This is an optimization exercise on Yosys and OpenROAD, whose aim is small area, a short achievable clock period and few clock cycles, not a production implementation. RTL that was checked went through simulation tests only; none was proved equivalent to the original. No functional check of the RTL was part of run 3. Power and IR drop assume default switching activity.

--- flow/flow/run.sh ---
#!/bin/bash
# The standard layout (standard.sh), with these changes:
# - timing repair aims for a setup slack of 6.8 ns (a 10 ns clock, so about 3.2 ns);
# - the port buffers are plain sky130_fd_sc_hd__buf_1 cells;
# - the clock tree clusters up to 24 flip-flops per leaf buffer.
# Synthesis and repair also leave out slow complex cells (4-input and/or gates,
# majority, and-or-invert cells with many inputs), which ORFS cannot restructure.
# The full output of the ORFS make run goes to flow.log.
bash standard.sh SETUP_SLACK_MARGIN=6.8 "BUFFER_PORTS_ARGS=-buffer_cell sky130_fd_sc_hd__buf_1" CTS_CLUSTER_SIZE=24 CTS_CLUSTER_DIAMETER=80 "DONT_USE_CELLS=sky130_fd_sc_hd__lpflow_bleeder_1 sky130_fd_sc_hd__lpflow_clkbufkapwr_1 sky130_fd_sc_hd__lpflow_clkbufkapwr_16 sky130_fd_sc_hd__lpflow_clkbufkapwr_2 sky130_fd_sc_hd__lpflow_clkbufkapwr_4 sky130_fd_sc_hd__lpflow_clkbufkapwr_8 sky130_fd_sc_hd__lpflow_clkinvkapwr_1 sky130_fd_sc_hd__lpflow_clkinvkapwr_16 sky130_fd_sc_hd__lpflow_clkinvkapwr_2 sky130_fd_sc_hd__lpflow_clkinvkapwr_4 sky130_fd_sc_hd__lpflow_clkinvkapwr_8 sky130_fd_sc_hd__lpflow_decapkapwr_12 sky130_fd_sc_hd__lpflow_decapkapwr_3 sky130_fd_sc_hd__lpflow_decapkapwr_4 sky130_fd_sc_hd__lpflow_decapkapwr_6 sky130_fd_sc_hd__lpflow_decapkapwr_8 sky130_fd_sc_hd__lpflow_inputiso0n_1 sky130_fd_sc_hd__lpflow_inputiso0p_1 sky130_fd_sc_hd__lpflow_inputiso1n_1 sky130_fd_sc_hd__lpflow_inputiso1p_1 sky130_fd_sc_hd__lpflow_inputisolatch_1 sky130_fd_sc_hd__lpflow_isobufsrc_1 sky130_fd_sc_hd__lpflow_isobufsrc_16 sky130_fd_sc_hd__lpflow_isobufsrc_2 sky130_fd_sc_hd__lpflow_isobufsrc_4 sky130_fd_sc_hd__lpflow_isobufsrc_8 sky130_fd_sc_hd__lpflow_isobufsrckapwr_16 sky130_fd_sc_hd__lpflow_lsbuf_lh_hl_isowell_tap_1 sky130_fd_sc_hd__lpflow_lsbuf_lh_hl_isowell_tap_2 sky130_fd_sc_hd__lpflow_lsbuf_lh_hl_isowell_tap_4 sky130_fd_sc_hd__lpflow_lsbuf_lh_isowell_4 sky130_fd_sc_hd__lpflow_lsbuf_lh_isowell_tap_1 sky130_fd_sc_hd__lpflow_lsbuf_lh_isowell_tap_2 sky130_fd_sc_hd__lpflow_lsbuf_lh_isowell_tap_4 sky130_fd_sc_hd__probe_p_8 sky130_fd_sc_hd__probec_p_8 sky130_fd_sc_hd__or4_1 sky130_fd_sc_hd__or4_2 sky130_fd_sc_hd__or4_4 sky130_fd_sc_hd__or4b_1 sky130_fd_sc_hd__or4b_2 sky130_fd_sc_hd__or4b_4 sky130_fd_sc_hd__or4bb_1 sky130_fd_sc_hd__or4bb_2 sky130_fd_sc_hd__or4bb_4 sky130_fd_sc_hd__and4_1 sky130_fd_sc_hd__and4_2 sky130_fd_sc_hd__and4_4 sky130_fd_sc_hd__and4b_1 sky130_fd_sc_hd__and4b_2 sky130_fd_sc_hd__and4b_4 sky130_fd_sc_hd__and4bb_1 sky130_fd_sc_hd__and4bb_2 sky130_fd_sc_hd__and4bb_4 sky130_fd_sc_hd__nor4_1 sky130_fd_sc_hd__nor4_2 sky130_fd_sc_hd__nor4_4 sky130_fd_sc_hd__nor4b_1 sky130_fd_sc_hd__nor4b_2 sky130_fd_sc_hd__nor4b_4 sky130_fd_sc_hd__nor4bb_1 sky130_fd_sc_hd__nor4bb_2 sky130_fd_sc_hd__nor4bb_4 sky130_fd_sc_hd__a2111o_1 sky130_fd_sc_hd__a2111o_2 sky130_fd_sc_hd__a2111o_4 sky130_fd_sc_hd__a2111oi_0 sky130_fd_sc_hd__a2111oi_1 sky130_fd_sc_hd__a2111oi_2 sky130_fd_sc_hd__a2111oi_4 sky130_fd_sc_hd__o2111a_1 sky130_fd_sc_hd__o2111a_2 sky130_fd_sc_hd__o2111a_4 sky130_fd_sc_hd__o2111ai_1 sky130_fd_sc_hd__o2111ai_2 sky130_fd_sc_hd__o2111ai_4 sky130_fd_sc_hd__a311o_1 sky130_fd_sc_hd__a311o_2 sky130_fd_sc_hd__a311o_4 sky130_fd_sc_hd__a311oi_1 sky130_fd_sc_hd__a311oi_2 sky130_fd_sc_hd__a311oi_4 sky130_fd_sc_hd__o311a_1 sky130_fd_sc_hd__o311a_2 sky130_fd_sc_hd__o311a_4 sky130_fd_sc_hd__o311ai_0 sky130_fd_sc_hd__o311ai_1 sky130_fd_sc_hd__o311ai_2 sky130_fd_sc_hd__o311ai_4 sky130_fd_sc_hd__a41o_1 sky130_fd_sc_hd__a41o_2 sky130_fd_sc_hd__a41o_4 sky130_fd_sc_hd__a41oi_1 sky130_fd_sc_hd__a41oi_2 sky130_fd_sc_hd__a41oi_4 sky130_fd_sc_hd__o41a_1 sky130_fd_sc_hd__o41a_2 sky130_fd_sc_hd__o41a_4 sky130_fd_sc_hd__o41ai_1 sky130_fd_sc_hd__o41ai_2 sky130_fd_sc_hd__o41ai_4 sky130_fd_sc_hd__maj3_1 sky130_fd_sc_hd__maj3_2 sky130_fd_sc_hd__maj3_4 sky130_fd_sc_hd__mux4_1 sky130_fd_sc_hd__mux4_2 sky130_fd_sc_hd__mux4_4 sky130_fd_sc_hd__xor3_1 sky130_fd_sc_hd__xor3_2 sky130_fd_sc_hd__xor3_4 sky130_fd_sc_hd__xnor3_1 sky130_fd_sc_hd__xnor3_2 sky130_fd_sc_hd__xnor3_4 sky130_fd_sc_hd__a2bb2o_1 sky130_fd_sc_hd__a2bb2o_2 sky130_fd_sc_hd__a2bb2o_4 sky130_fd_sc_hd__o2bb2a_1 sky130_fd_sc_hd__o2bb2a_2 sky130_fd_sc_hd__o2bb2a_4 sky130_fd_sc_hd__a32o_1 sky130_fd_sc_hd__a32o_2 sky130_fd_sc_hd__a32o_4 sky130_fd_sc_hd__a32oi_1 sky130_fd_sc_hd__a32oi_2 sky130_fd_sc_hd__a32oi_4 sky130_fd_sc_hd__o32a_1 sky130_fd_sc_hd__o32a_2 sky130_fd_sc_hd__o32a_4 sky130_fd_sc_hd__o32ai_1 sky130_fd_sc_hd__o32ai_2 sky130_fd_sc_hd__o32ai_4 sky130_fd_sc_hd__a222oi_1 sky130_fd_sc_hd__fa_1 sky130_fd_sc_hd__fa_2 sky130_fd_sc_hd__fa_4 sky130_fd_sc_hd__ha_1 sky130_fd_sc_hd__ha_2 sky130_fd_sc_hd__ha_4" finish > flow.log 2>&1
--- flow/standard.sh ---
#!/bin/bash
# synth_recipe.tcl (not shown) runs the flow's synth.tcl, then flattens the netlist and writes it again
# the make line also repeats each setting of config.mk as NAME=value (left out here)
make -C /OpenROAD-flow-scripts/flow DESIGN_CONFIG=/design/flow/config.mk WORK_HOME=/design/flow/orfs CLKGATE_MAP_FILE= SYNTH_SCRIPT=/design/flow/synth_recipe.tcl "${@:-finish}"
--- flow/config.mk ---
export PLATFORM = sky130hd
export DESIGN_NAME = row_peak_valley_detector
export DESIGN_NICKNAME = row_peak_valley_detector
export VERILOG_FILES = /design/flow/design.v
export SDC_FILE = /design/flow/constraint.sdc
export NUM_CORES = 4
export LEC_CHECK = 0
export CAP_MARGIN = 20
export CORE_MARGIN = 2
export CORE_UTILIZATION = 40
export PLACE_DENSITY = 0.6
export SETUP_SLACK_MARGIN = 0.5
export SLEW_MARGIN = 20
--- flow/constraint.sdc ---
create_clock -name core_clock -period 10.0 [get_ports {clk}]
set_input_delay 2.0000 -clock core_clock [delete_from_list [all_inputs] [get_ports {clk}]]
set_output_delay 2.0000 -clock core_clock [all_outputs]
set_load 0.01 [all_outputs]
--- flow/design.v ---
package rpvd_pkg;
    localparam int COLUMN_BITS    = 12;
    localparam int ROW_BITS       = 12;
    localparam int VALUE_BITS     = 32;
    localparam int THRESHOLD_BITS = 31;
    localparam int BOUND_BITS     = 32;
    localparam int CFG_INDEX_BITS = 3;
    localparam int CFG_DATA_BITS  = 32;
    typedef enum logic [CFG_INDEX_BITS-1:0] {
        REG_THRESHOLD          = 3'd0,
        REG_PEAK_GATE_ENABLE   = 3'd1,
        REG_PEAK_FLOOR         = 3'd2,
        REG_VALLEY_GATE_ENABLE = 3'd3,
        REG_VALLEY_CEILING     = 3'd4
    } cfg_reg_t;
    typedef struct packed {
        logic [THRESHOLD_BITS-1:0] threshold;
        logic                      peak_gate_enable;
        logic [BOUND_BITS-1:0]     peak_floor;
        logic                      valley_gate_enable;
        logic [BOUND_BITS-1:0]     valley_ceiling;
    } cfg_t;
    typedef struct packed {
        logic                   is_valley;
        logic [COLUMN_BITS-1:0] column;
        logic [ROW_BITS-1:0]    row;
        logic [VALUE_BITS-1:0]  value;
    } result_t;
endpackage
module rpvd_cfg (
    input  logic                                clk,
    input  logic                                rst_n,
    input  logic                                cfg_valid,
    output logic                                cfg_ready,
    input  logic [rpvd_pkg::CFG_INDEX_BITS-1:0] cfg_index,
    input  logic [rpvd_pkg::CFG_DATA_BITS-1:0]  cfg_data,
    output rpvd_pkg::cfg_t                      cfg
);
    rpvd_pkg::cfg_t cfg_reg;
    logic [rpvd_pkg::CFG_DATA_BITS-1:0] data;
    logic           write;
    assign cfg_ready = 1'b1;
    assign cfg       = cfg_reg;
    assign data      = rst_n ? cfg_data : '0;
    assign write     = !rst_n || cfg_valid;
    always_ff @(posedge clk)
    begin
        if (write && (!rst_n || cfg_index == rpvd_pkg::REG_THRESHOLD))
            cfg_reg.threshold <= data[rpvd_pkg::THRESHOLD_BITS-1:0];
        if (write && (!rst_n || cfg_index == rpvd_pkg::REG_PEAK_GATE_ENABLE))
            cfg_reg.peak_gate_enable <= data[0];
        if (write && (!rst_n || cfg_index == rpvd_pkg::REG_PEAK_FLOOR))
            cfg_reg.peak_floor <= data[rpvd_pkg::BOUND_BITS-1:0];
        if (write && (!rst_n || cfg_index == rpvd_pkg::REG_VALLEY_GATE_ENABLE))
            cfg_reg.valley_gate_enable <= data[0];
        if (write && (!rst_n || cfg_index == rpvd_pkg::REG_VALLEY_CEILING))
            cfg_reg.valley_ceiling <= data[rpvd_pkg::BOUND_BITS-1:0];
    end
endmodule
module rpvd_core (
    input  logic                             clk,
    input  logic                             rst_n,
    input  logic                             sample_valid,
    output logic                             sample_ready,
    input  logic [31:0]                      sample,
    input  logic                             row_start,
    input  logic                             frame_start,
    input  rpvd_pkg::cfg_t                   cfg,
    output logic                             result_valid,
    input  logic                             result_ready,
    output logic                             is_valley,
    output logic [rpvd_pkg::COLUMN_BITS-1:0] column,
    output logic [rpvd_pkg::ROW_BITS-1:0]    row,
    output logic [rpvd_pkg::VALUE_BITS-1:0]  value
);
    logic               in_valid_reg, skid_valid_reg, ready_reg;
    logic signed [31:0] in_s, skid_s;
    logic               in_rs, in_fs, skid_rs, skid_fs;
    logic signed [31:0] a_value_reg, b_value_reg;
    logic [11:0]        a_column_reg, b_column_reg;
    logic [11:0]        column_reg, row_reg;
    logic               seek_reg;
    logic               result_valid_reg;
    logic               is_valley_reg;
    logic               stall, consume, in_load, accept;
    logic               line_start;
    logic [11:0]        column_next, row_next;
    logic               beyond_a;
    logic               hit, gate_ok, event_valid;
    assign stall        = result_valid_reg && !result_ready;
    assign consume      = in_valid_reg && !stall;
    assign in_load      = !in_valid_reg || !stall;
    assign sample_ready = ready_reg;
    assign accept       = sample_valid && !skid_valid_reg;
    always_ff @(posedge clk or negedge rst_n)
    begin
        if (!rst_n)
        begin
            in_valid_reg   <= 1'b0;
            skid_valid_reg <= 1'b0;
            ready_reg      <= 1'b1;
        end
        else if (in_load)
        begin
            in_valid_reg   <= skid_valid_reg || accept;
            skid_valid_reg <= 1'b0;
            ready_reg      <= 1'b1;
        end
        else if (accept)
        begin
            skid_valid_reg <= 1'b1;
            ready_reg      <= 1'b0;
        end
    end
    always_ff @(posedge clk)
    begin
        if (in_load)
        begin
            if (skid_valid_reg)
            begin
                in_s  <= skid_s;
                in_rs <= skid_rs;
                in_fs <= skid_fs;
            end
            else
            begin
                in_s  <= sample;
                in_rs <= row_start;
                in_fs <= frame_start;
            end
        end
        if (!skid_valid_reg)
        begin
            skid_s  <= sample;
            skid_rs <= row_start;
            skid_fs <= frame_start;
        end
    end
    assign line_start = in_rs || in_fs;
    always_comb
    begin
        if (line_start)
            column_next = '0;
        else if (column_reg != 12'hFFF)
            column_next = column_reg + 1'b1;
        else
            column_next = column_reg;
        if (in_fs)
            row_next = '0;
        else if (in_rs && row_reg != 12'hFFF)
            row_next = row_reg + 1'b1;
        else
            row_next = row_reg;
    end
    function automatic logic carry_out(input logic [63:0] g_in, input logic [63:0] p_in);
        logic [63:0] g, p;
        g = g_in;
        p = p_in;
        for (int w = 1; w < 64; w = w * 2)
        begin
            for (int i = 0; i + w < 64; i = i + 2 * w)
            begin
                g[i] = g[i + w] | (p[i + w] & g[i]);
                p[i] = p[i + w] & p[i];
            end
        end
        carry_out = g[0];
    endfunction
    function automatic logic [1:0] order(input logic [31:0] x, input logic [31:0] y);
        logic [31:0] lt, gt;
        lt = ~x & y;
        gt = x & ~y;
        lt[31] = x[31] & ~y[31];
        gt[31] = ~x[31] & y[31];
        for (int w = 1; w < 32; w = w * 2)
        begin
            for (int i = 0; i + w < 32; i = i + 2 * w)
            begin
                lt[i] = lt[i + w] | (~gt[i + w] & lt[i]);
                gt[i] = gt[i + w] | (~lt[i + w] & gt[i]);
            end
        end
        order = {lt[0], gt[0]};
    endfunction
    function automatic logic less(input logic [31:0] x, input logic [31:0] y);
        logic [31:0] xu, yu;
        logic [63:0] g, p;
        xu = x ^ 32'h8000_0000;
        yu = y ^ 32'h8000_0000;
        g  = {32'h0000_0000, ~xu & yu};
        p  = {32'hFFFF_FFFF, ~xu | yu};
        less = carry_out(g, p);
    endfunction
    function automatic logic [1:0] hysteresis(input logic [31:0] x, input logic [30:0] t,
                                              input logic [31:0] y);
        logic [33:0] xe, te, ye, sum, cx, cy;
        logic [63:0] g, p, h, q;
        xe  = {{2{x[31]}}, x};
        te  = {3'b000, t};
        ye  = {{2{y[31]}}, y};
        sum = xe ^ te ^ ~ye;
        cx  = {(xe[32:0] & te[32:0]) | (xe[32:0] & ~ye[32:0]) | (te[32:0] & ~ye[32:0]), 1'b1};
        cy  = {(ye[32:0] & te[32:0]) | (ye[32:0] & ~xe[32:0]) | (te[32:0] & ~xe[32:0]), 1'b1};
        g   = {31'h0, sum[32:0] & cx[32:0]};
        p   = {31'h7FFF_FFFF, sum[32:0] | cx[32:0]};
        h   = {31'h0, sum[32:0] & cy[32:0]};
        q   = {31'h7FFF_FFFF, sum[32:0] | cy[32:0]};
        hysteresis = {sum[33] ^ cx[33] ^ carry_out(g, p), sum[33] ^ cy[33] ^ carry_out(h, q)};
    endfunction
    logic [1:0]  order_a;
    logic        peak_cond, valley_cond;
    logic [31:0] k_lo, k_hi;
    assign order_a     = order(in_s, a_value_reg);
    assign beyond_a    = seek_reg ? order_a[0] : order_a[1];
    assign {peak_cond, valley_cond} = hysteresis(in_s, cfg.threshold, a_value_reg);
    assign hit         = !line_start && (seek_reg ? peak_cond : valley_cond);
    assign k_lo = seek_reg ? cfg.peak_floor : a_value_reg;
    assign k_hi = seek_reg ? a_value_reg : cfg.valley_ceiling;
    assign gate_ok  = (a_column_reg != '0)
                      && ((seek_reg ? !cfg.peak_gate_enable : !cfg.valley_gate_enable)
                          || less(k_lo, k_hi));
    assign event_valid = consume && hit && gate_ok;
    always_ff @(posedge clk or negedge rst_n)
    begin
        if (!rst_n)
        begin
            a_value_reg  <= '0;
            a_column_reg <= '0;
            column_reg   <= '0;
            row_reg      <= '0;
            seek_reg     <= 1'b1;
        end
        else if (consume)
        begin
            column_reg <= column_next;
            row_reg    <= row_next;
            if (in_fs)
                seek_reg <= 1'b1;
            else if (hit)
                seek_reg <= !seek_reg;
            if (line_start || beyond_a || hit)
            begin
                a_value_reg  <= in_s;
                a_column_reg <= column_next;
            end
        end
    end
    always_ff @(posedge clk)
    begin
        if (consume && hit)
        begin
            b_value_reg  <= a_value_reg;
            b_column_reg <= a_column_reg;
        end
    end
    always_ff @(posedge clk or negedge rst_n)
    begin
        if (!rst_n)
        begin
            result_valid_reg <= 1'b0;
            is_valley_reg    <= 1'b0;
        end
        else if (!stall)
        begin
            result_valid_reg <= event_valid;
            if (event_valid)
                is_valley_reg <= !seek_reg;
        end
    end
    assign result_valid = result_valid_reg;
    assign is_valley    = is_valley_reg;
    assign column       = b_column_reg;
    assign row          = row_reg;
    assign value        = b_value_reg;
endmodule
module row_peak_valley_detector #(
    parameter int MAX_COLUMNS = 4096,
    parameter int MAX_ROWS    = 4096,
    parameter int SAMPLE_BITS = 32
) (
    input  logic                                clk,
    input  logic                                rst_n,
    input  logic                                cfg_valid,
    output logic                                cfg_ready,
    input  logic [rpvd_pkg::CFG_INDEX_BITS-1:0] cfg_index,
    input  logic [rpvd_pkg::CFG_DATA_BITS-1:0]  cfg_data,
    input  logic                                sample_valid,
    output logic                                sample_ready,
    input  logic [SAMPLE_BITS-1:0]              sample,
    input  logic                                row_start,
    input  logic                                frame_start,
    output logic                                result_valid,
    input  logic                                result_ready,
    output logic                                is_valley,
    output logic [rpvd_pkg::COLUMN_BITS-1:0]    column,
    output logic [rpvd_pkg::ROW_BITS-1:0]       row,
    output logic [rpvd_pkg::VALUE_BITS-1:0]     value
);
    rpvd_pkg::cfg_t cfg;
    rpvd_cfg u_cfg (
        .clk       (clk),
        .rst_n     (rst_n),
        .cfg_valid (cfg_valid),
        .cfg_ready (cfg_ready),
        .cfg_index (cfg_index),
        .cfg_data  (cfg_data),
        .cfg       (cfg)
    );
    rpvd_core u_core (
        .clk          (clk),
        .rst_n        (rst_n),
        .sample_valid (sample_valid),
        .sample_ready (sample_ready),
        .sample       (sample),
        .row_start    (row_start),
        .frame_start  (frame_start),
        .cfg          (cfg),
        .result_valid (result_valid),
        .result_ready (result_ready),
        .is_valley    (is_valley),
        .column       (column),
        .row          (row),
        .value        (value)
    );
endmodule
==> impl_metrics.toml, run 1 <==
[worst_setup_path]
r2r_start = "u_core.in_s[11]$_DFFE_PN_"
rr_worst_depth = 11
cp.arrival_ns = 3.85
cpPeakStageDelay_ns = 0.28
crit_start = "result_ready"
criticalPathCategory = "input pin to flop"
end_kind = "flop"
required_ns = 10.40
cp-start-kind = "input pin"
cpMaxStageDelayCell = "mux2_4"
crit_chain = "buf_1, nand2b_4, and2_4, nand2_4, nor2_1, nand4_1, or2_4, o22ai_4, buf_6, a31oi_4, buf_12, mux2_4"
worstSetupPathDepth = 12
critPathMaxFanout = 6
cp_top_family = "simple AND/OR/NAND/NOR gates"
critPathBufInv = 3

[sta]
fin_skew_ns = 0.0268
fmax_mhz = 290
slew_headroom_pct = 32.4
rsz0062_at_grt = "true"
worst_slew_pin_slew_ns = 1.01
hold_viol = 0
setup_slack_ns = 6.55
tns_ns = 0
finalCritPeriodShare_pct = 34.5
setup_viol = 0
slew_viol_final = 0
period_needed_ns = 3.45

[routing]
drc = 0
drtIter0Drc = 877
ant_nets = 0
route.vias.total = 11400
vias_per_cell = 5.55
drtPass1Iterations = 5
routed_wirelength_um = 38800
wire_per_inst_um = 18.9

[die]
core_mm2 = 0.0367
pin_count = 134
start_util_pct = 40.7
dieWidth_um = 197
rows = 70
die_h_um = 197
dieArea_mm2 = 0.0389

[global_route]
grt_pass1_vias = 10900
antenna_found_initial = 0
grt_overflow_total = 0
track_usage_pct = 19.8
grt_pass1_wl_um = 60600
grt_max_degree = 64

[logic_synthesis]
ys_ff_latch = 283
ys.warnings.count = 2
synthArstFlopShare_pct = 26.1
avgSynthCellArea_um2 = 10.2
synth_flop_cell = "edfxtp_1"
netlist_area_mm2 = 0.0149
synth_edf_count = 175
synth.distinct_cells = 62
syn-num-nets = 1542
synth_cells = 1468
yosysSeqAreaShare_pct = 52.2

[cts]
clockBufferDepth = 3
numCtsBuffers = 17
clock_sinks = 283
clock_latency_ns = 0.52
cts_tree = "yes"
clk_pin_slew_ns = 0.08
cts_max_level = 1
cts.root.buffer_cell = "clkbuf_16"

[place]
post-place-ws_ns = 5.09
dp_hpwl_um = 27000
numPortBuffers = 132
gp_congestion = 0.876
place_area_mm2 = 0.0158

[final_layout]
largest_register_ffs = 97
regArea_mm2 = 0.00780
nets = 1645
layout_common_cells = "edfxtp_1, buf_1, nand2_1, nor2_1, o21ai_0"
multi_input_area_mm2 = 0.00680
num_antenna_cells = 0
layout_commonest_cell = "edfxtp_1"
utilization_pct = 46.2
fillerInstances = 3445
drive_gt1_share_pct = 10.5
final_area_mm2 = 0.0170
area_delta_synth_final_pct = 13.6

[power]
static-leakage-power_uw = 0.00628
power_density_mw_per_mm2 = 213
power_uw = 3610
worst_ir_drop_vdd_mv = 0.128

[worst_hold_path]
min_delay_path_depth = 1
min_from = "u_core.skid_s[0]$_DFF_P_"
hp-class = "flop to flop"

[run]
cap_violations = 0

[outcome]
status = "finished clean"
==> per-layer routing <==
layer	global-route usage, %	routed length, um	vias up
li1	-	-	5545
met1	27.8	17800	5514
met2	33.1	18500	268
met3	2.22	1660	43
met4	4.71	848	0
met5	0	0	-
==> repair_timing <==
item,4_1_cts,5_1_grt
resized for setup,33,25
hold buffers,0,0
pin swaps,5,7
setup buffers,15,3
cloned,5,1
endpoints found under the setup margin,116,91
==> kinds of logic after synthesis <==
| kind of cell | after synthesis | synth area share [%] |
|---|---|---|
| flops | 283 | 52.2 |
| xor+xnor | 81 | 4.85 |
| mux | 81 | 5.99 |
| simple gates | 441 | 13.9 |
| other cells | 1 | 0.0251 |
| compound gates | 433 | 19.1 |
| buf+inv | 148 | 3.99 |
==> through the flow <==
stage	cells	hold slack (ns)
after global routing	2050	0.496
after floorplan	1468	0.420
after CTS	2046	0.480
final	2050	0.477
after global placement	1996	0.452
after detailed placement	1996	0.458
==> power breakdown <==
| part | internal (uW) | total (uW) | switching [uW] |
|---|---|---|---|
| clock | 362 | 763 | 401 |
| sequential | 1390 | 1610 | 222 |
| combinational | 535 | 1240 | 701 |
| total | 2290 | 3610 | 1320 |
==> final timing paths <==
check                                                          end  slack (ns)
worst max-delay path             u_core.a_value_reg[5]$_DFFE_PN0P_        6.55
worst min-delay path                      u_core.skid_s[0]$_DFF_P_        0.48
worst max register to register  u_core.a_value_reg[19]$_DFFE_PN0P_        6.68
worst min register to register            u_core.skid_s[0]$_DFF_P_        0.48
max in group asynchronous       u_core.a_value_reg[21]$_DFFE_PN0P_        7.53
min in group asynchronous            u_core.row_reg[8]$_DFFE_PN0P_        1.57
==> cell type report <==
cell class                      instances  share of cell area [%]
Clock buffer                           25                    2.93
Clock inverter                          5                   0.361
Inverter                               66                    1.48
Multi-Input combinational cell       1038                    40.1
Sequential cell                       283                    46.0
Tap cell                              468                    3.45
Timing Repair Buffer                  165                    5.74
==> cells in the mapped netlist (7+ instances only) <==
| cell | instances | area [um^2] |
|---|---|---|
| nand3_1 | 30 | 150 |
| inv_1 | 62 | 233 |
| o22ai_1 | 20 | 125 |
| xnor2_1 | 64 | 561 |
| dfrtp_1 | 72 | 1800 |
| dfxtp_1 | 34 | 681 |
| mux2i_1 | 14 | 140 |
| xor2_1 | 15 | 131 |
| buf_2 | 8 | 40.0 |
| o21ai_0 | 103 | 515 |
| a211oi_1 | 17 | 128 |
| clkbuf_1 | 63 | 236 |
| a221oi_1 | 14 | 123 |
| edfxtp_1 | 175 | 5260 |
| o211ai_1 | 14 | 105 |
| o22a_1 | 8 | 70.1 |
| nand2_1 | 126 | 473 |
| a22oi_1 | 14 | 105 |
| nand2b_1 | 35 | 219 |
| a21boi_0 | 14 | 105 |
| nor2b_1 | 24 | 150 |
| o21a_1 | 9 | 67.6 |
| mux2_2 | 40 | 450 |
| mux2_1 | 27 | 304 |
| a21bo_2 | 7 | 70.1 |
| and2_1 | 37 | 231 |
| nand4_1 | 13 | 81.3 |
| a221o_1 | 7 | 70.1 |
| nor3_1 | 23 | 115 |
| a31oi_1 | 26 | 163 |
| o21bai_1 | 10 | 75.1 |
| o31ai_1 | 14 | 105 |
| a21o_1 | 15 | 113 |
| o221ai_1 | 17 | 149 |
| or3_1 | 7 | 43.8 |
| nor2_1 | 124 | 465 |
| and3_1 | 12 | 75.1 |
| a21oi_1 | 93 | 465 |
Testbench counts, summed over its fixed seeds: cycles 64,112.
==> inputs of run 2 (changes only) <==
==> flow/flow/run.sh (replaced) <==
#!/bin/bash
# The standard layout (standard.sh), with these changes:
# - timing repair aims for a setup slack of 6.6 ns (a 10 ns clock, so about 3.4 ns);
# - the port buffers are plain sky130_fd_sc_hd__buf_1 cells;
# - the clock tree clusters up to 24 flip-flops per leaf buffer.
# Synthesis and repair also leave out slow complex cells (4-input and/or gates,
# majority, and-or-invert cells with many inputs), which ORFS cannot restructure.
# The full output of the ORFS make run goes to flow.log.
bash standard.sh SETUP_SLACK_MARGIN=6.6 "BUFFER_PORTS_ARGS=-buffer_cell sky130_fd_sc_hd__buf_1" CTS_CLUSTER_SIZE=24 CTS_CLUSTER_DIAMETER=80 "DONT_USE_CELLS=sky130_fd_sc_hd__lpflow_bleeder_1 sky130_fd_sc_hd__lpflow_clkbufkapwr_1 sky130_fd_sc_hd__lpflow_clkbufkapwr_16 sky130_fd_sc_hd__lpflow_clkbufkapwr_2 sky130_fd_sc_hd__lpflow_clkbufkapwr_4 sky130_fd_sc_hd__lpflow_clkbufkapwr_8 sky130_fd_sc_hd__lpflow_clkinvkapwr_1 sky130_fd_sc_hd__lpflow_clkinvkapwr_16 sky130_fd_sc_hd__lpflow_clkinvkapwr_2 sky130_fd_sc_hd__lpflow_clkinvkapwr_4 sky130_fd_sc_hd__lpflow_clkinvkapwr_8 sky130_fd_sc_hd__lpflow_decapkapwr_12 sky130_fd_sc_hd__lpflow_decapkapwr_3 sky130_fd_sc_hd__lpflow_decapkapwr_4 sky130_fd_sc_hd__lpflow_decapkapwr_6 sky130_fd_sc_hd__lpflow_decapkapwr_8 sky130_fd_sc_hd__lpflow_inputiso0n_1 sky130_fd_sc_hd__lpflow_inputiso0p_1 sky130_fd_sc_hd__lpflow_inputiso1n_1 sky130_fd_sc_hd__lpflow_inputiso1p_1 sky130_fd_sc_hd__lpflow_inputisolatch_1 sky130_fd_sc_hd__lpflow_isobufsrc_1 sky130_fd_sc_hd__lpflow_isobufsrc_16 sky130_fd_sc_hd__lpflow_isobufsrc_2 sky130_fd_sc_hd__lpflow_isobufsrc_4 sky130_fd_sc_hd__lpflow_isobufsrc_8 sky130_fd_sc_hd__lpflow_isobufsrckapwr_16 sky130_fd_sc_hd__lpflow_lsbuf_lh_hl_isowell_tap_1 sky130_fd_sc_hd__lpflow_lsbuf_lh_hl_isowell_tap_2 sky130_fd_sc_hd__lpflow_lsbuf_lh_hl_isowell_tap_4 sky130_fd_sc_hd__lpflow_lsbuf_lh_isowell_4 sky130_fd_sc_hd__lpflow_lsbuf_lh_isowell_tap_1 sky130_fd_sc_hd__lpflow_lsbuf_lh_isowell_tap_2 sky130_fd_sc_hd__lpflow_lsbuf_lh_isowell_tap_4 sky130_fd_sc_hd__probe_p_8 sky130_fd_sc_hd__probec_p_8 sky130_fd_sc_hd__or4_1 sky130_fd_sc_hd__or4_2 sky130_fd_sc_hd__or4_4 sky130_fd_sc_hd__or4b_1 sky130_fd_sc_hd__or4b_2 sky130_fd_sc_hd__or4b_4 sky130_fd_sc_hd__or4bb_1 sky130_fd_sc_hd__or4bb_2 sky130_fd_sc_hd__or4bb_4 sky130_fd_sc_hd__and4_1 sky130_fd_sc_hd__and4_2 sky130_fd_sc_hd__and4_4 sky130_fd_sc_hd__and4b_1 sky130_fd_sc_hd__and4b_2 sky130_fd_sc_hd__and4b_4 sky130_fd_sc_hd__and4bb_1 sky130_fd_sc_hd__and4bb_2 sky130_fd_sc_hd__and4bb_4 sky130_fd_sc_hd__nor4_1 sky130_fd_sc_hd__nor4_2 sky130_fd_sc_hd__nor4_4 sky130_fd_sc_hd__nor4b_1 sky130_fd_sc_hd__nor4b_2 sky130_fd_sc_hd__nor4b_4 sky130_fd_sc_hd__nor4bb_1 sky130_fd_sc_hd__nor4bb_2 sky130_fd_sc_hd__nor4bb_4 sky130_fd_sc_hd__a2111o_1 sky130_fd_sc_hd__a2111o_2 sky130_fd_sc_hd__a2111o_4 sky130_fd_sc_hd__a2111oi_0 sky130_fd_sc_hd__a2111oi_1 sky130_fd_sc_hd__a2111oi_2 sky130_fd_sc_hd__a2111oi_4 sky130_fd_sc_hd__o2111a_1 sky130_fd_sc_hd__o2111a_2 sky130_fd_sc_hd__o2111a_4 sky130_fd_sc_hd__o2111ai_1 sky130_fd_sc_hd__o2111ai_2 sky130_fd_sc_hd__o2111ai_4 sky130_fd_sc_hd__a311o_1 sky130_fd_sc_hd__a311o_2 sky130_fd_sc_hd__a311o_4 sky130_fd_sc_hd__a311oi_1 sky130_fd_sc_hd__a311oi_2 sky130_fd_sc_hd__a311oi_4 sky130_fd_sc_hd__o311a_1 sky130_fd_sc_hd__o311a_2 sky130_fd_sc_hd__o311a_4 sky130_fd_sc_hd__o311ai_0 sky130_fd_sc_hd__o311ai_1 sky130_fd_sc_hd__o311ai_2 sky130_fd_sc_hd__o311ai_4 sky130_fd_sc_hd__a41o_1 sky130_fd_sc_hd__a41o_2 sky130_fd_sc_hd__a41o_4 sky130_fd_sc_hd__a41oi_1 sky130_fd_sc_hd__a41oi_2 sky130_fd_sc_hd__a41oi_4 sky130_fd_sc_hd__o41a_1 sky130_fd_sc_hd__o41a_2 sky130_fd_sc_hd__o41a_4 sky130_fd_sc_hd__o41ai_1 sky130_fd_sc_hd__o41ai_2 sky130_fd_sc_hd__o41ai_4 sky130_fd_sc_hd__maj3_1 sky130_fd_sc_hd__maj3_2 sky130_fd_sc_hd__maj3_4 sky130_fd_sc_hd__mux4_1 sky130_fd_sc_hd__mux4_2 sky130_fd_sc_hd__mux4_4 sky130_fd_sc_hd__xor3_1 sky130_fd_sc_hd__xor3_2 sky130_fd_sc_hd__xor3_4 sky130_fd_sc_hd__xnor3_1 sky130_fd_sc_hd__xnor3_2 sky130_fd_sc_hd__xnor3_4 sky130_fd_sc_hd__a2bb2o_1 sky130_fd_sc_hd__a2bb2o_2 sky130_fd_sc_hd__a2bb2o_4 sky130_fd_sc_hd__o2bb2a_1 sky130_fd_sc_hd__o2bb2a_2 sky130_fd_sc_hd__o2bb2a_4 sky130_fd_sc_hd__a32o_1 sky130_fd_sc_hd__a32o_2 sky130_fd_sc_hd__a32o_4 sky130_fd_sc_hd__a32oi_1 sky130_fd_sc_hd__a32oi_2 sky130_fd_sc_hd__a32oi_4 sky130_fd_sc_hd__o32a_1 sky130_fd_sc_hd__o32a_2 sky130_fd_sc_hd__o32a_4 sky130_fd_sc_hd__o32ai_1 sky130_fd_sc_hd__o32ai_2 sky130_fd_sc_hd__o32ai_4 sky130_fd_sc_hd__a222oi_1" finish > flow.log 2>&1
==> run 2 against run 1 <==
Still clean. Global-route usage shrank 0.42 points. First-iteration DRC count grew 1.8%. Synthesized area shrank 6.1%. Highest routed layer is now met5. Fmax shrank 2.6%. Via count shrank 12%. Sequential power shrank 8%.
==> impl_metrics.toml, run 2 <==
[outcome]
status = "finished clean"

[place]
gp_congestion = 0.853
place_inst = 1727
numPortBuffers = 132
post-place-ws_ns = 5.66
dp_hpwl_um = 24800

[power]
power_density_mw_per_mm2 = 203
worst_ir_drop_vdd_mv = 0.106
power_uw = 3390
p_int_uw = 2230
p_seq_share_pct = 43.6
p_sw_share_pct = 34.2
p_comb_share_pct = 31.7
clockPowerShare_pct = 24.6
power.switching_uw = 1160
static-leakage-power_uw = 0.00638

[final_layout]
nets = 1501
regArea_mm2 = 0.00782
layoutNonFillerInstCount = 1829
drive_gt1_share_pct = 19.0
largest_register_ffs = 97
layout_common_cells = "edfxtp_1, buf_1, nor2_1, nand2_1, buf_4"
area_delta_synth_final_pct = 19.0
multi_input_area_mm2 = 0.00608
layout_commonest_cell = "edfxtp_1"
fillerInstances = 3175

[logic_synthesis]
ys_ff_latch = 283
netlist_area_mm2 = 0.0140
synthArstFlopShare_pct = 26.1
ys.warnings.count = 2
yosys.area.top_type = "edfxtp_1"
ys_top_cells_by_area = "edfxtp_1, dfrtp_1, fa_1"
avgSynthCellArea_um2 = 12.2
synth_flop_cell = "edfxtp_1"
synth_top_area_share_pct = 37.5
synth.distinct_cells = 63
yosysMostFrequentCell = "edfxtp_1"
synth_cells = 1151
synth_edf_count = 175
yosysSeqAreaShare_pct = 55.5
syn-num-nets = 1291
synthTopCellsByCount = "edfxtp_1, nor2_1, inv_1, dfrtp_1, nand2_1"

[global_route]
grt_pass1_wl_um = 54700
grt_pass1_vias = 9702
antenna_found_initial = 2
grt_overflow_total = 0
grt_max_degree = 55
track_usage_pct = 19.4

[sta]
whs_ns = 0.476
fin_skew_ns = 0.0195
rsz0062_at_grt = "true"
finalCritPeriodShare_pct = 35.4
tns_ns = 0
setup_viol = 0
period_needed_ns = 3.54
setup_slack_ns = 6.46
hold_viol = 0
slew_headroom_pct = 37.1
fmax_mhz = 282
worst_slew_pin_slew_ns = 0.944
slew_viol_final = 0

[cts]
cts_hold_buf = 0
cts_max_level = 1
clk_pin_slew_ns = 0.09
cts.root.buffer_cell = "clkbuf_16"
clock_latency_ns = 0.52
numCtsBuffers = 19
clock_sinks = 283
clockBufferDepth = 3
cts_tree = "yes"

[worst_setup_path]
required_ns = 10.44
cpPeakStageDelay_ns = 0.59
crit_chain = "inv_2, fa_1, nand2b_4, a21oi_2, o221a_2, o211a_1, o211ai_1, nand4_1, and3b_1, o211a_1, nor3_4, buf_6, buf_6, clkbuf_16, mux2i_1"
cpMaxStageDelayCell = "fa_1"
cp-start-kind = "flop"
end_kind = "flop"
critPathMaxFanout = 6
cp.arrival_ns = 3.99
criticalPathCategory = "flop to flop"

[routing]
route.vias.total = 9960
wire_per_inst_um = 19.6
routed_wirelength_um = 35800
drtIter0Drc = 893
ant_nets = 0
drtPass1Iterations = 5
drc = 0
vias_per_cell = 5.45

[die]
start_util_pct = 40.6
rows = 68
pin_count = 134
die_h_um = 191
core_mm2 = 0.0345
dieWidth_um = 191
dieArea_mm2 = 0.0366

[run]
cap_violations = 0

[worst_hold_path]
hp-class = "flop to flop"
==> run 2: final timing paths <==
kind                                             start                                end  slack, ns  cells past startpoint
min reg2reg                  u_core.skid_s[13]$_DFF_P_          u_core.skid_s[13]$_DFF_P_       0.48                      1
max                        u_cfg.cfg_reg[66]$_DFFE_PP_  u_core.a_value_reg[0]$_DFFE_PN0P_       6.46                     15
max reg2reg                u_cfg.cfg_reg[66]$_DFFE_PP_  u_core.a_value_reg[0]$_DFFE_PN0P_       6.46                     15
max in group asynchronous                        rst_n  u_core.a_value_reg[2]$_DFFE_PN0P_       6.91                      3
min in group asynchronous                        rst_n  u_core.a_value_reg[8]$_DFFE_PN0P_       1.43                      1
min                          u_core.skid_s[13]$_DFF_P_          u_core.skid_s[13]$_DFF_P_       0.48                      1
==> run 2: kinds of logic (layout without fill, tap and decap cells) <==
group | count (synthesis) | count (layout) | synth area share [%]
other | 1 | 2 | 0.0267
adder cells (fa/ha/maj) | 66 | 66 | 9.21
AND/OR/NAND/NOR | 314 | 314 | 10.9
XOR/XNOR | 19 | 19 | 1.19
AO/OA/AOI/OAI | 283 | 284 | 13.8
flip-flops | 283 | 283 | 55.5
multiplexers | 79 | 79 | 6.18
buffers and inverters | 106 | 327 | 3.10
==> run 2: worst max-delay path, delay by kind of cell, from the launching register on <==
| kind | cells | cell delay, ns |
|---|---|---|
| buffers and inverters | 4 | 0.50 |
| AND/OR/NAND/NOR | 4 | 0.90 |
| flip-flops | 1 | 0.36 |
| AO/OA/AOI/OAI | 5 | 0.94 |
| adder cells (fa/ha/maj) | 1 | 0.59 |
| multiplexers | 1 | 0.17 |
==> run 2: cell type report <==
cell class                      count  area share [%]
Multi-Input combinational cell    763            36.5
Antenna cell                        1          0.0150
Inverter                           85            2.21
Clock inverter                     11           0.892
Clock buffer                       22            2.92
Tap cell                          455            3.41
Sequential cell                   283            46.9
Timing Repair Buffer              209            7.23
==> run 2: power groups by stage <==
stage | clock network, uW | logic, uW | registers, uW
after floorplan | 0 | 633 | 1480
after global placement | 0 | 855 | 1510
after detailed placement | 0 | 863 | 1510
after CTS | 855 | 1010 | 1480
after global routing | 896 | 1180 | 1490
final | 836 | 1080 | 1480
==> run 2: metrics by stage <==
stage,util [%],area [um^2]
after floorplan,-,14100
after CTS,47.6,16400
final,48.3,16700
after detailed placement,43.8,15100
after global placement,43.8,15100
after global routing,48.3,16700
==> run 2: what timing repair did <==
action / CTS / global route
buffers inserted: 52 / 12
pin swaps: 23 / 21
resized for setup: 97 / 33
gates cloned: 3 / 1
endpoints found under the setup margin: 98 / 75
==> run 2: metal layers <==
metal  GRT usage, %  share of wire [%]
met5              0              0.048
met4           6.42                3.7
met3           2.66                5.3
met2           30.7                 45
met1           27.6                 46
==> inputs of run 3 (changes only) <==
--- a/flow/design.v
+++ b/flow/design.v
@@ -209,10 +209,11 @@
     endfunction
     logic [1:0]  order_a;
-    logic        peak_cond, valley_cond;
+    logic        peak_cond, valley_cond, turn;
     logic [31:0] k_lo, k_hi;
     assign order_a     = order(in_s, a_value_reg);
     assign beyond_a    = seek_reg ? order_a[0] : order_a[1];
     assign {peak_cond, valley_cond} = hysteresis(in_s, cfg.threshold, a_value_reg);
-    assign hit         = !line_start && (seek_reg ? peak_cond : valley_cond);
+    assign turn        = seek_reg ? peak_cond : valley_cond;
+    assign hit         = !line_start && turn;
     assign k_lo = seek_reg ? cfg.peak_floor : a_value_reg;
     assign k_hi = seek_reg ? a_value_reg : cfg.valley_ceiling;
@@ -239,5 +240,5 @@
             else if (hit)
                 seek_reg <= !seek_reg;
-            if (line_start || beyond_a || hit)
+            if (line_start || beyond_a || turn)
             begin
                 a_value_reg  <= in_s;
==> flow/flow/run.sh (replaced) <==
#!/bin/bash
# The standard layout (standard.sh), with these changes:
# - timing repair aims for a setup slack of 6.8 ns (a 10 ns clock, so about 3.2 ns);
# - the port buffers are plain sky130_fd_sc_hd__buf_1 cells;
# - the clock tree clusters up to 30 flip-flops per leaf buffer.
# Synthesis and repair also leave out slow complex cells (4-input and/or gates,
# majority, and-or-invert cells with many inputs), which ORFS cannot restructure.
# The full output of the ORFS make run goes to flow.log.
bash standard.sh SETUP_SLACK_MARGIN=6.8 "BUFFER_PORTS_ARGS=-buffer_cell sky130_fd_sc_hd__buf_1" CTS_CLUSTER_SIZE=30 CTS_CLUSTER_DIAMETER=80 "DONT_USE_CELLS=sky130_fd_sc_hd__lpflow_bleeder_1 sky130_fd_sc_hd__lpflow_clkbufkapwr_1 sky130_fd_sc_hd__lpflow_clkbufkapwr_16 sky130_fd_sc_hd__lpflow_clkbufkapwr_2 sky130_fd_sc_hd__lpflow_clkbufkapwr_4 sky130_fd_sc_hd__lpflow_clkbufkapwr_8 sky130_fd_sc_hd__lpflow_clkinvkapwr_1 sky130_fd_sc_hd__lpflow_clkinvkapwr_16 sky130_fd_sc_hd__lpflow_clkinvkapwr_2 sky130_fd_sc_hd__lpflow_clkinvkapwr_4 sky130_fd_sc_hd__lpflow_clkinvkapwr_8 sky130_fd_sc_hd__lpflow_decapkapwr_12 sky130_fd_sc_hd__lpflow_decapkapwr_3 sky130_fd_sc_hd__lpflow_decapkapwr_4 sky130_fd_sc_hd__lpflow_decapkapwr_6 sky130_fd_sc_hd__lpflow_decapkapwr_8 sky130_fd_sc_hd__lpflow_inputiso0n_1 sky130_fd_sc_hd__lpflow_inputiso0p_1 sky130_fd_sc_hd__lpflow_inputiso1n_1 sky130_fd_sc_hd__lpflow_inputiso1p_1 sky130_fd_sc_hd__lpflow_inputisolatch_1 sky130_fd_sc_hd__lpflow_isobufsrc_1 sky130_fd_sc_hd__lpflow_isobufsrc_16 sky130_fd_sc_hd__lpflow_isobufsrc_2 sky130_fd_sc_hd__lpflow_isobufsrc_4 sky130_fd_sc_hd__lpflow_isobufsrc_8 sky130_fd_sc_hd__lpflow_isobufsrckapwr_16 sky130_fd_sc_hd__lpflow_lsbuf_lh_hl_isowell_tap_1 sky130_fd_sc_hd__lpflow_lsbuf_lh_hl_isowell_tap_2 sky130_fd_sc_hd__lpflow_lsbuf_lh_hl_isowell_tap_4 sky130_fd_sc_hd__lpflow_lsbuf_lh_isowell_4 sky130_fd_sc_hd__lpflow_lsbuf_lh_isowell_tap_1 sky130_fd_sc_hd__lpflow_lsbuf_lh_isowell_tap_2 sky130_fd_sc_hd__lpflow_lsbuf_lh_isowell_tap_4 sky130_fd_sc_hd__probe_p_8 sky130_fd_sc_hd__probec_p_8 sky130_fd_sc_hd__or4_1 sky130_fd_sc_hd__or4_2 sky130_fd_sc_hd__or4_4 sky130_fd_sc_hd__or4b_1 sky130_fd_sc_hd__or4b_2 sky130_fd_sc_hd__or4b_4 sky130_fd_sc_hd__or4bb_1 sky130_fd_sc_hd__or4bb_2 sky130_fd_sc_hd__or4bb_4 sky130_fd_sc_hd__and4_1 sky130_fd_sc_hd__and4_2 sky130_fd_sc_hd__and4_4 sky130_fd_sc_hd__and4b_1 sky130_fd_sc_hd__and4b_2 sky130_fd_sc_hd__and4b_4 sky130_fd_sc_hd__and4bb_1 sky130_fd_sc_hd__and4bb_2 sky130_fd_sc_hd__and4bb_4 sky130_fd_sc_hd__nor4_1 sky130_fd_sc_hd__nor4_2 sky130_fd_sc_hd__nor4_4 sky130_fd_sc_hd__nor4b_1 sky130_fd_sc_hd__nor4b_2 sky130_fd_sc_hd__nor4b_4 sky130_fd_sc_hd__nor4bb_1 sky130_fd_sc_hd__nor4bb_2 sky130_fd_sc_hd__nor4bb_4 sky130_fd_sc_hd__a2111o_1 sky130_fd_sc_hd__a2111o_2 sky130_fd_sc_hd__a2111o_4 sky130_fd_sc_hd__a2111oi_0 sky130_fd_sc_hd__a2111oi_1 sky130_fd_sc_hd__a2111oi_2 sky130_fd_sc_hd__a2111oi_4 sky130_fd_sc_hd__o2111a_1 sky130_fd_sc_hd__o2111a_2 sky130_fd_sc_hd__o2111a_4 sky130_fd_sc_hd__o2111ai_1 sky130_fd_sc_hd__o2111ai_2 sky130_fd_sc_hd__o2111ai_4 sky130_fd_sc_hd__a311o_1 sky130_fd_sc_hd__a311o_2 sky130_fd_sc_hd__a311o_4 sky130_fd_sc_hd__a311oi_1 sky130_fd_sc_hd__a311oi_2 sky130_fd_sc_hd__a311oi_4 sky130_fd_sc_hd__o311a_1 sky130_fd_sc_hd__o311a_2 sky130_fd_sc_hd__o311a_4 sky130_fd_sc_hd__o311ai_0 sky130_fd_sc_hd__o311ai_1 sky130_fd_sc_hd__o311ai_2 sky130_fd_sc_hd__o311ai_4 sky130_fd_sc_hd__a41o_1 sky130_fd_sc_hd__a41o_2 sky130_fd_sc_hd__a41o_4 sky130_fd_sc_hd__a41oi_1 sky130_fd_sc_hd__a41oi_2 sky130_fd_sc_hd__a41oi_4 sky130_fd_sc_hd__o41a_1 sky130_fd_sc_hd__o41a_2 sky130_fd_sc_hd__o41a_4 sky130_fd_sc_hd__o41ai_1 sky130_fd_sc_hd__o41ai_2 sky130_fd_sc_hd__o41ai_4 sky130_fd_sc_hd__maj3_1 sky130_fd_sc_hd__maj3_2 sky130_fd_sc_hd__maj3_4 sky130_fd_sc_hd__mux4_1 sky130_fd_sc_hd__mux4_2 sky130_fd_sc_hd__mux4_4 sky130_fd_sc_hd__xor3_1 sky130_fd_sc_hd__xor3_2 sky130_fd_sc_hd__xor3_4 sky130_fd_sc_hd__xnor3_1 sky130_fd_sc_hd__xnor3_2 sky130_fd_sc_hd__xnor3_4 sky130_fd_sc_hd__a2bb2o_1 sky130_fd_sc_hd__a2bb2o_2 sky130_fd_sc_hd__a2bb2o_4 sky130_fd_sc_hd__o2bb2a_1 sky130_fd_sc_hd__o2bb2a_2 sky130_fd_sc_hd__o2bb2a_4 sky130_fd_sc_hd__a32o_1 sky130_fd_sc_hd__a32o_2 sky130_fd_sc_hd__a32o_4 sky130_fd_sc_hd__a32oi_1 sky130_fd_sc_hd__a32oi_2 sky130_fd_sc_hd__a32oi_4 sky130_fd_sc_hd__o32a_1 sky130_fd_sc_hd__o32a_2 sky130_fd_sc_hd__o32a_4 sky130_fd_sc_hd__o32ai_1 sky130_fd_sc_hd__o32ai_2 sky130_fd_sc_hd__o32ai_4 sky130_fd_sc_hd__a222oi_1" finish > flow.log 2>&1
==> run 3 against run 2 <==
Synthesized cell count increased by 0.52%. Global-route usage increased by 0.75 points. Clock-buffer cell count unchanged. Clock skew increased by 0.0071 ns. Non-clock buffer count increased by 19. Critical path depth decreased by 3. Combinational power about the same. Critical path type unchanged. Critical endpoint is now u_core.a_column_reg[2]$_DFFE_PN0P_.
==> impl_metrics.toml, run 3 <==
[outcome]
status = "finished clean"

[sta]
fmax_mhz = 296
rsz0062_at_grt = "true"
hold_viol = 0
tns_ns = 0
fin_skew_ns = 0.0265
period_needed_ns = 3.38
setup_viol = 0
slew_headroom_pct = 33.3
worst_slew_pin_slew_ns = 1.00
slew_viol_final = 0
finalCritPeriodShare_pct = 33.8
setup_slack_ns = 6.62

[logic_synthesis]
ys_ff_latch = 283
synthArstFlopShare_pct = 26.1
synth_cells = 1157
avgSynthCellArea_um2 = 12.2
synth_top_family_by_area = "compound AO/OA/AOI/OAI gates"
yosysSeqAreaShare_pct = 55.2
synth_adder_area_share_pct = 9.16
ys_top_cells_by_area = "edfxtp_1, dfrtp_1, fa_1"
muxShareOfSynthArea_pct = 6.10
yosys.area.top_type = "edfxtp_1"
yosysMostFrequentCell = "edfxtp_1"
synth_top_area_share_pct = 37.3
synth_flop_cell = "edfxtp_1"
synthTopCellsByCount = "edfxtp_1, nor2_1, dfrtp_1, inv_1, nand2_1"
synth.distinct_cells = 73
synth_xor_area_share_pct = 1.24
ys.warnings.count = 2
synth-simple-area-share_pct = 11.3
synth-compound-area-share_pct = 13.8
synth_edf_count = 175
netlist_area_mm2 = 0.0141
syn-num-nets = 1297

[final_layout]
layout_commonest_cell = "edfxtp_1"
utilization_pct = 49.4
drive_gt1_share_pct = 21.3
largest_register_ffs = 97
layout_common_cells = "edfxtp_1, buf_1, nor2_1, buf_4, nand2_1"
nets = 1528
area_delta_synth_final_pct = 21.2
regArea_mm2 = 0.00782
fillerInstances = 3087
multi_input_area_mm2 = 0.00627
num_antenna_cells = 0

[power]
power_density_mw_per_mm2 = 195
static-leakage-power_uw = 0.00650
worst_ir_drop_vdd_mv = 0.118

[global_route]
grt_max_degree = 57
grt_overflow_total = 0
grt_pass1_wl_um = 56600
antenna_found_initial = 0
track_usage_pct = 20.2
grt_pass1_vias = 10000

[die]
core_mm2 = 0.0346
die_h_um = 192
dieWidth_um = 192
start_util_pct = 40.7
dieArea_mm2 = 0.0368
pin_count = 134
rows = 68

[cts]
cts_tree = "yes"
clock_latency_ns = 0.53
cts_max_level = 1
numCtsBuffers = 18
cts.root.buffer_cell = "clkbuf_16"
cts_hold_buf = 0
clk_pin_slew_ns = 0.09
clockBufferDepth = 3
clock_sinks = 283

[place]
dp_hpwl_um = 24700
gp_congestion = 0.850
numPortBuffers = 132
post-place-ws_ns = 5.33

[routing]
ant_nets = 0
wire_per_inst_um = 19.8
vias_per_cell = 5.41
route.vias.total = 10000
drc = 0
routed_wirelength_um = 36800
drtPass1Iterations = 6
drtIter0Drc = 810

[worst_setup_path]
rr_worst_depth = 12
required_ns = 10.40
cp.arrival_ns = 3.78
cp_top_family = "compound AO/OA/AOI/OAI gates"
worstSetupPathDepth = 12
cpPeakStageDelay_ns = 0.62
critPathBufInv = 1
critPathMaxFanout = 6
cpMaxStageDelayCell = "fa_1"
crit_chain = "fa_1, buf_4, o22ai_2, nor3_2, and2_4, o211ai_1, a211o_1, o21ai_4, and3b_2, o211ai_4, nand3_4, mux2_4"
criticalPathCategory = "flop to flop"
cp-start-kind = "flop"
end_kind = "flop"

[worst_hold_path]
hp-class = "flop to flop"
min_delay_path_depth = 1

[run]
cap_violations = 0
## run 3: cell count changes in the layout (fill, tap and decap cells not counted), moves of 4 or more
cell      change
o21ai_2       +4
nand3_4       +7
o21ai_0       +7
buf_12        +6
buf_4        +11
a211oi_1      +4
nand2b_1      +6
nor2_1        -9
nand3_1       +4
nor3_1        -4
## run 3: metal layers
| metal | global-route usage, % | vias up | routed length, um |
|---|---|---|---|
| li1 | - | 4712 | - |
| met1 | 28.0 | 4959 | 16400 |
| met2 | 33.7 | 301 | 17600 |
| met3 | 2.01 | 59 | 1740 |
| met4 | 5.80 | 0 | 1070 |
| met5 | 0 | - | 0 |
## run 3: layout make-up
cell class	instances	share of cell area, %
flip-flops and latches	283	45.8
multi-input cells	774	36.7
repair buffers	228	8.61
well taps	455	3.33
clock buffers	22	2.85
inverters	83	2.08
clock inverters	10	0.688
## run 3: per-stage QoR
| stage | instance area [um^2] | total power (uW) | std cells | hold slack, ns |
|---|---|---|---|---|
| 2_1_floorplan | 14200 | 2070 | 1157 | 0.442 |
| 3_3_place_gp | 15100 | 2300 | 1726 | 0.451 |
| 3_5_place_dp | 15200 | 2320 | 1728 | 0.459 |
| 4_1_cts | 16700 | 3280 | 1833 | 0.479 |
| 5_1_grt | 17100 | 3520 | 1855 | 0.489 |
| 6_report | 17100 | 3340 | 1855 | 0.477 |
## run 3: cell families (layout without fill, tap and decap cells)
kind of cell    Yosys count  in the layout
compound gates          288            289
xor+xnor                 20             20
fa+ha+maj                66             66
buf+inv                 105            343
flops                   283            283
mux                      78             78
other cells               1              1
simple gates            316            320
## run 3: worst paths after layout
kind	slack, ns	start	endpoint
max in group asynchronous	7.85	rst_n	u_core.a_value_reg[12]$_DFFE_PN0P_
min in group asynchronous	1.46	rst_n	u_core.a_column_reg[0]$_DFFE_PN0P_
worst max-delay path	6.62	u_core.in_s[24]$_DFFE_PN_	u_core.a_column_reg[2]$_DFFE_PN0P_
worst max register to register	6.62	u_core.in_s[24]$_DFFE_PN_	u_core.a_column_reg[2]$_DFFE_PN0P_
worst min register to register	0.48	u_core.skid_s[28]$_DFF_P_	u_core.skid_s[28]$_DFF_P_
worst min-delay path	0.48	u_core.skid_s[28]$_DFF_P_	u_core.skid_s[28]$_DFF_P_
## run 3: report_power, final
group,leakage [uW],internal [uW],total [uW],switching (uW)
clock,0.000296,371,799,427
sequential,0.00290,1370,1480,112
combinational,0.00330,463,1060,599
## run 3: repair_timing
action / CTS / global route
gates cloned: 6 / 2
buffers inserted: 67 / 20
pin swaps: 45 / 32
gates resized for setup: 99 / 42
setup endpoints to repair: 257 / 101

## afterwards: timing with drivers on the ports
How much do the figures lean on ideal ports? The routed layouts below were timed once more, with nothing changed but the port constraints.
Step 1, drivers: a clkbuf_16 drives clk and a buf_2 each remaining input, both assumed.
Step 2, shift: input delay + t, output delay - t, t = (earliest + latest rising clock arrival at the registers) / 2. This alone moves slack from input paths to output paths.
Slacks: ideal / step 1 / step 2; pairs: ideal / step 1.
run | t, ns | setup WS [ns] | worst setup path at the end | latest minus earliest clock arrival (ns) | slew at the worst register clock pin (ns)
run 1 | 0.556 | 6.549 / 6.579 / 6.022 | input to register | 0.027 / 0.027 | 0.10 / 0.10
run 2 | 0.568 | 6.456 / 6.456 / 6.146 | input to register | 0.020 / 0.019 | 0.09 / 0.09
run 3 | 0.564 | 6.617 / 6.617 / 6.096 | input to register | 0.028 / 0.028 | 0.11 / 0.11
After both steps setup and hold are still met in every run listed. For run 1, which loses most, drivers alone change the setup slack by +0.030 ns; drivers and shift together by -0.527 ns.
